This design comes from an exercise in tuning for small area and a short achievable clock period on the open sky130 flow, not from production work. Function was checked by simulation only, so behaviour that the tests miss may differ from the original. No activity file was given, so power comes from the tool's default toggle rates.

==> wip/delta: inputs <==
## nlb_lpbk
module nlb_lpbk
(
  input  logic                Clk_400,
  input  logic                rst,
  input  logic                mmio_wr,
  input  logic                mmio_rd,
  input  nlb_pkg::csr_addr_t  mmio_addr,
  input  nlb_pkg::csr_data_t  mmio_wdata,
  output nlb_pkg::csr_data_t  mmio_rdata,
  output logic                mmio_rvalid,
  output logic                rd_req_valid,
  output nlb_pkg::mem_req_t   rd_req,
  input  logic                rd_almfull,
  input  logic                rd_rsp_valid,
  input  nlb_pkg::tid_t       rd_rsp_tid,
  input  nlb_pkg::line_data_t rd_rsp_data,
  output logic                wr_req_valid,
  output nlb_pkg::mem_req_t   wr_req,
  output nlb_pkg::line_data_t wr_data,
  input  logic                wr_almfull,
  input  logic                wr_rsp_valid
);
  localparam int AW = 42;
  localparam int DW = 512;
  localparam int RN = 8 - 1;
  localparam int CW = $clog2(8) + 1;
  ...
==> flow/config.mk <==
export PLATFORM = sky130hd
export DESIGN_NAME = nlb_lpbk
export DESIGN_NICKNAME = nlb_lpbk
export VERILOG_FILES = /design/flow/design.v
export SDC_FILE = /design/flow/constraint.sdc
export NUM_CORES = 4
export LEC_CHECK = 0
export CAP_MARGIN = 20
export CORE_MARGIN = 2
export CORE_UTILIZATION = 50
export SETUP_SLACK_MARGIN = 4.4
export SLEW_MARGIN = 20
==> flow/constraint.sdc <==
create_clock -name core_clock -period 8.0 [get_ports {Clk_400}]
set_input_delay 1.6000 -clock core_clock [delete_from_list [all_inputs] [get_ports {Clk_400}]]
set_output_delay 1.6000 -clock core_clock [all_outputs]
set_load 0.01 [all_outputs]
standard.sh (not shown) runs the stock make flow with config.mk's settings and CLKGATE_MAP_FILE= SYNTH_SCRIPT=/design/flow/synth_recipe.tcl, a recipe that flattens the netlist after the stock synthesis.
==> flow/flow/run.sh <==
#!/bin/bash
# The standard layout (standard.sh), with two changes to what it builds:
# - ports are buffered with buf_1 instead of the delay cell buffer_ports picks;
#   the resizer still sizes them up where timing needs it
# - clock tree synthesis inserts no dummy loads and clusters up to 25 sinks per leaf buffer
set -euo pipefail
export BUFFER_PORTS_ARGS="-buffer_cell sky130_fd_sc_hd__buf_1"
export CTS_ARGS="-sink_clustering_enable -repair_clock_nets -dont_use_dummy_load -sink_clustering_size 25 -sink_clustering_max_diameter 120"
bash standard.sh > make.log 2>&1
==> wip/yarrow: changes against wip/delta <==
--- a/flow/design.v
+++ b/flow/design.v
@@ -152,12 +152,12 @@
   logic [15:0] rd_rsp_cnt;
   logic [15:0] wr_count;
   logic [15:0] wr_rsp_cnt;
   logic [3:0] in_flight;
   logic [CW-1:0] cnt;
-  logic rd_blk;
-  logic wr_blk;
+  logic rd_ok;
+  logic wr_ok;
   logic rd_ok_lp;
   logic rd_ok_rm;
   logic wr_ok_lp;
   logic wr_ok_wm;
   logic rd_go;
@@ -171,12 +171,12 @@
   logic done_n;
   logic [15:0] rd_idx_n;
   logic [15:0] wr_count_n;
   logic [3:0] in_flight_n;
   logic [CW-1:0] cnt_n;
-  assign rd_req_valid = !(rd_blk || rd_almfull);
-  assign wr_req_valid = !(wr_blk || wr_almfull);
+  assign rd_req_valid = rd_ok && !rd_almfull;
+  assign wr_req_valid = wr_ok && !wr_almfull;
   assign rsp_take = rd_rsp_valid && run && ({16'b0, rd_rsp_tid} < num_lines);
   assign push = rsp_take && lpbk_m;
   assign pop = wr_ok_lp && !wr_almfull;
   assign gen = wr_ok_wm && !wr_almfull;
   assign wr_go = pop || gen;
@@ -204,29 +204,38 @@
       2'b01:
         in_flight_n = in_flight - 1'b1;
       default:
         in_flight_n = in_flight;
     endcase
+    case ({push, pop})
+      2'b10:
+        cnt_n = cnt + 1'b1;
+      2'b01:
+        cnt_n = cnt - 1'b1;
+      default:
+        cnt_n = cnt;
+    endcase
     if (clr)
     begin
       run_n = 1'b0;
       done_n = 1'b0;
       rd_idx_n = '0;
       wr_count_n = '0;
       in_flight_n = '0;
+      cnt_n = '0;
     end
   end
   always_ff @(posedge Clk_400)
   begin
     run <= run_n;
     done <= done_n;
     rd_idx <= rd_idx_n;
     wr_count <= wr_count_n;
     in_flight <= in_flight_n;
     cnt <= cnt_n;
-    rd_blk <= !(rd_ok_lp_n || rd_ok_rm_n);
-    wr_blk <= !(wr_ok_lp_n || wr_ok_wm_n);
+    rd_ok <= rd_ok_lp_n || rd_ok_rm_n;
+    wr_ok <= wr_ok_lp_n || wr_ok_wm_n;
     rd_ok_lp <= rd_ok_lp_n;
     rd_ok_rm <= rd_ok_rm_n;
     wr_ok_lp <= wr_ok_lp_n;
     wr_ok_wm <= wr_ok_wm_n;
   end
@@ -296,59 +305,30 @@
   assign rd_req.tid = rd_idx;
   logic [RN-1:0] wr_ptr;
   logic [RN-1:0] rd_ptr;
   logic [RN-1:0] wr_sel;
   logic [RN-1:0] rd_sel;
+  logic [RN-1:0] wr_ptr_n;
   logic [RN-1:0] rd_ptr_n;
   logic in_sel;
   logic pat_sel;
   logic head_free;
   logic ram_push;
   logic ram_pop;
+  assign ram_push = push && !((cnt == CW'(0)) || ((cnt == CW'(1)) && pop));
   assign ram_pop = pop && (cnt >= CW'(2));
+  assign wr_ptr_n = clr ? RN'(1) : ram_push ? {wr_ptr[RN-2:0], wr_ptr[RN-1]} : wr_ptr;
   assign rd_ptr_n = clr ? RN'(1) : ram_pop ? {rd_ptr[RN-2:0], rd_ptr[RN-1]} : rd_ptr;
-  logic [CW-1:0] cnt_c [2];
-  logic [RN-1:0] wr_ptr_c [2];
-  logic [RN-1:0] wr_sel_c [2];
-  logic [RN-1:0] rd_sel_c [2];
-  logic in_sel_c [2];
-  logic head_free_c [2];
-  always_comb
-  begin
-    for (int p = 0; p < 2; p++)
-    begin
-      case ({p == 1, pop})
-        2'b10:
-          cnt_c[p] = cnt + 1'b1;
-        2'b01:
-          cnt_c[p] = cnt - 1'b1;
-        default:
-          cnt_c[p] = cnt;
-      endcase
-      ram_push = (p == 1) && !((cnt == CW'(0)) || ((cnt == CW'(1)) && pop));
-      wr_ptr_c[p] = ram_push ? {wr_ptr[RN-2:0], wr_ptr[RN-1]} : wr_ptr;
-      if (clr)
-      begin
-        cnt_c[p] = '0;
-        wr_ptr_c[p] = RN'(1);
-      end
-      wr_sel_c[p] = (cnt_c[p] == CW'(8)) ? '0 : wr_ptr_c[p];
-      rd_sel_c[p] = (cnt_c[p] >= CW'(2)) ? rd_ptr_n : '0;
-      in_sel_c[p] = lpbk_n && (cnt_c[p] <= CW'(1)) && (run_n || done_n);
-      head_free_c[p] = (cnt_c[p] == '0);
-    end
-  end
-  assign cnt_n = push ? cnt_c[1] : cnt_c[0];
   always_ff @(posedge Clk_400)
   begin
-    wr_ptr <= push ? wr_ptr_c[1] : wr_ptr_c[0];
+    wr_ptr <= wr_ptr_n;
     rd_ptr <= rd_ptr_n;
-    wr_sel <= push ? wr_sel_c[1] : wr_sel_c[0];
-    rd_sel <= push ? rd_sel_c[1] : rd_sel_c[0];
-    in_sel <= push ? in_sel_c[1] : in_sel_c[0];
+    wr_sel <= (cnt_n == CW'(8)) ? '0 : wr_ptr_n;
+    rd_sel <= (cnt_n >= CW'(2)) ? rd_ptr_n : '0;
+    in_sel <= lpbk_n && (cnt_n <= CW'(1));
     pat_sel <= write_n;
-    head_free <= push ? head_free_c[1] : head_free_c[0];
+    head_free <= (cnt_n == '0);
   end
   logic [EW-1:0] ram [RN];
   for (genvar i = 0; i < RN; i++)
   begin : g_ram
     always_ff @(posedge Clk_400)
@@ -358,56 +338,26 @@
     end
   end
   logic [EW-1:0] head_d;
   logic [15:0] pat;
   assign pat = pat_sel ? wr_count_n : 16'b0;
-  logic [15:0] ram_tid;
+  logic [15:0] lp_tid;
   always_comb
   begin
-    ram_tid = '0;
+    lp_tid = in_sel ? rd_rsp_tid : '0;
     for (int i = 0; i < RN; i++)
-      ram_tid = ram_tid | (ram[i][DW +: 16] & {16{rd_sel[i]}});
+      lp_tid = lp_tid | (ram[i][DW +: 16] & {16{rd_sel[i]}});
   end
   always_comb
   begin
     head_d = in_sel ? {rd_rsp_tid, rd_rsp_data} : '0;
     for (int i = 0; i < RN; i++)
       head_d = head_d | (ram[i] & {EW{rd_sel[i]}});
     head_d[DW +: 16] = head_d[DW +: 16] | pat;
     for (int k = 0; k < DW / 32; k++)
       head_d[32*k +: 16] = head_d[32*k +: 16] | pat;
   end
-  logic [AW-17:0] dst_hi_p1;
-  logic [15:0] lp_s [2];
-  logic lp_c [2];
-  logic [15:0] lp_g [5];
-  logic [15:0] lp_p [5];
-  logic [15:0] lp_t;
-  always_ff @(posedge Clk_400)
-    dst_hi_p1 <= dst[AW-1:16] + 1'b1;
-  always_comb
-  begin
-    for (int k = 0; k < 2; k++)
-    begin
-      lp_t = (k == 1) ? rd_rsp_tid : ram_tid;
-      lp_g[0] = dst[15:0] & lp_t;
-      lp_p[0] = dst[15:0] ^ lp_t;
-      for (int l = 0; l < 4; l++)
-      begin
-        lp_g[l + 1] = lp_g[l];
-        lp_p[l + 1] = lp_p[l];
-        for (int i = 0; i < 16; i++)
-          if (i >= (1 << l))
-          begin
-            lp_g[l + 1][i] = lp_g[l][i] | (lp_p[l][i] & lp_g[l][i - (1 << l)]);
-            lp_p[l + 1][i] = lp_p[l][i] & lp_p[l][i - (1 << l)];
-          end
-      end
-      lp_s[k] = lp_p[0] ^ {lp_g[4][14:0], 1'b0};
-      lp_c[k] = lp_g[4][15];
-    end
-  end
   logic [DW-1:0] h_data;
   logic [15:0] h_tid;
   logic [AW-1:0] h_addr;
   always_ff @(posedge Clk_400)
   begin
@@ -418,12 +368,11 @@
       if (!busy)
         h_addr <= dst_n;
       else if (pat_sel)
         h_addr <= gen ? h_addr + 1'b1 : h_addr;
       else
-        h_addr <= in_sel ? {lp_c[1] ? dst_hi_p1 : dst[AW-1:16], lp_s[1]}
-                         : {lp_c[0] ? dst_hi_p1 : dst[AW-1:16], lp_s[0]};
+        h_addr <= dst + AW'(lp_tid);
     end
   end
   assign wr_data = h_data;
   assign wr_req.tid = h_tid;
   assign wr_req.addr = h_addr;
==> qor summary <==
Highest achievable clock rate: wip/yarrow 275.4 MHz; wip/delta 264.9 MHz
Fin area: wip/yarrow 0.1892 mm2; wip/delta 0.1901 mm2
Clk sink count: wip/yarrow 4672; wip/delta 4698
Standard-cell rows: wip/yarrow 215; wip/delta 216
DP Worst Slack: wip/yarrow 2.268 ns; wip/delta 2.799 ns
Run status: wip/yarrow complete, no violations; wip/delta complete, no violations
Final Total Pwr: wip/yarrow 0.03987 W; wip/delta 0.03923 W
Total CTS buffers: wip/yarrow 212; wip/delta 211
Multi-input gate area: wip/yarrow 0.03335 mm2; wip/delta 0.03377 mm2
Detail Placement HPWL: wip/yarrow 313500 um; wip/delta 312500 um
Nonclk buf count: wip/yarrow 1529; wip/delta 1546
Wl on met1: wip/yarrow 207400 um; wip/delta 203400 um
Register-to-Register Setup Slack: wip/yarrow 4.43 ns; wip/delta 4.32 ns
Met2 layer usage reported by global route: wip/yarrow 45.44%; wip/delta 45.54%
Tightest Pin Transition: wip/yarrow 1.247 ns; wip/delta 1.162 ns
Fin cells: wip/yarrow 15900; wip/delta 16080
Initial core utilization: wip/yarrow 50.16%; wip/delta 50.16%
Fraction of the mapped netlist area in adder cells: wip/yarrow 0.8093%; wip/delta 0.9302%
Endpoint of the worst hold-timing path: wip/yarrow mmio_rdata[35]; wip/delta scratch[51]
Portion of total power attributed to sequential cells: wip/yarrow 67.7%; wip/delta 68.4%
Power consumed by sequential cells: wip/yarrow 0.0270 W; wip/delta 0.0268 W
Stage delay of the slowest cell on the critical path: wip/yarrow 0.34 ns; wip/delta 0.39 ns
Synthesized flop and latch total: wip/yarrow 4672; wip/delta 4698
Xor and xnor area share after synthesis: wip/yarrow 0.8814%; wip/delta 1.052%
Netlist cell types: wip/yarrow 85; wip/delta 79
Fraction of area in clock buffers and inverters: wip/yarrow 2.804%; wip/delta 2.777%
CP Data Arrival Time: wip/yarrow 4.49 ns; wip/delta 4.47 ns

==> static timing again, ports no longer ideal <==
In the flow no input, the clock included, has a driving cell. The finished layouts below were timed again as built, in two steps. Step 1 assumes that a clkbuf_16 drives the clock port and a buf_2 every other input. Step 2 also shifts input and output timing later by t, the mid clock arrival at the registers, as if the neighbouring blocks saw the same clock. Slacks: no drivers / after step 1 / after step 2; pairs: no drivers / after step 1.
| run | t (ns) | setup slack, ns | worst setup path after step 2 | worst register clock-pin slew, ns | pins driven straight from the clock port |
|---|---|---|---|---|---|
| wip/delta | 1.040 | 4.225 / 4.122 / 3.081 | input to register | 0.11 / 0.11 | 1 |
| wip/yarrow | 1.012 | 4.369 / 4.337 / 3.402 | input to register | 0.12 / 0.12 | 1 |
After both steps setup and hold are still met in every run listed. The setup slack of wip/delta, which loses most, moves by -0.103 ns with the drivers and by -1.144 ns with both steps.
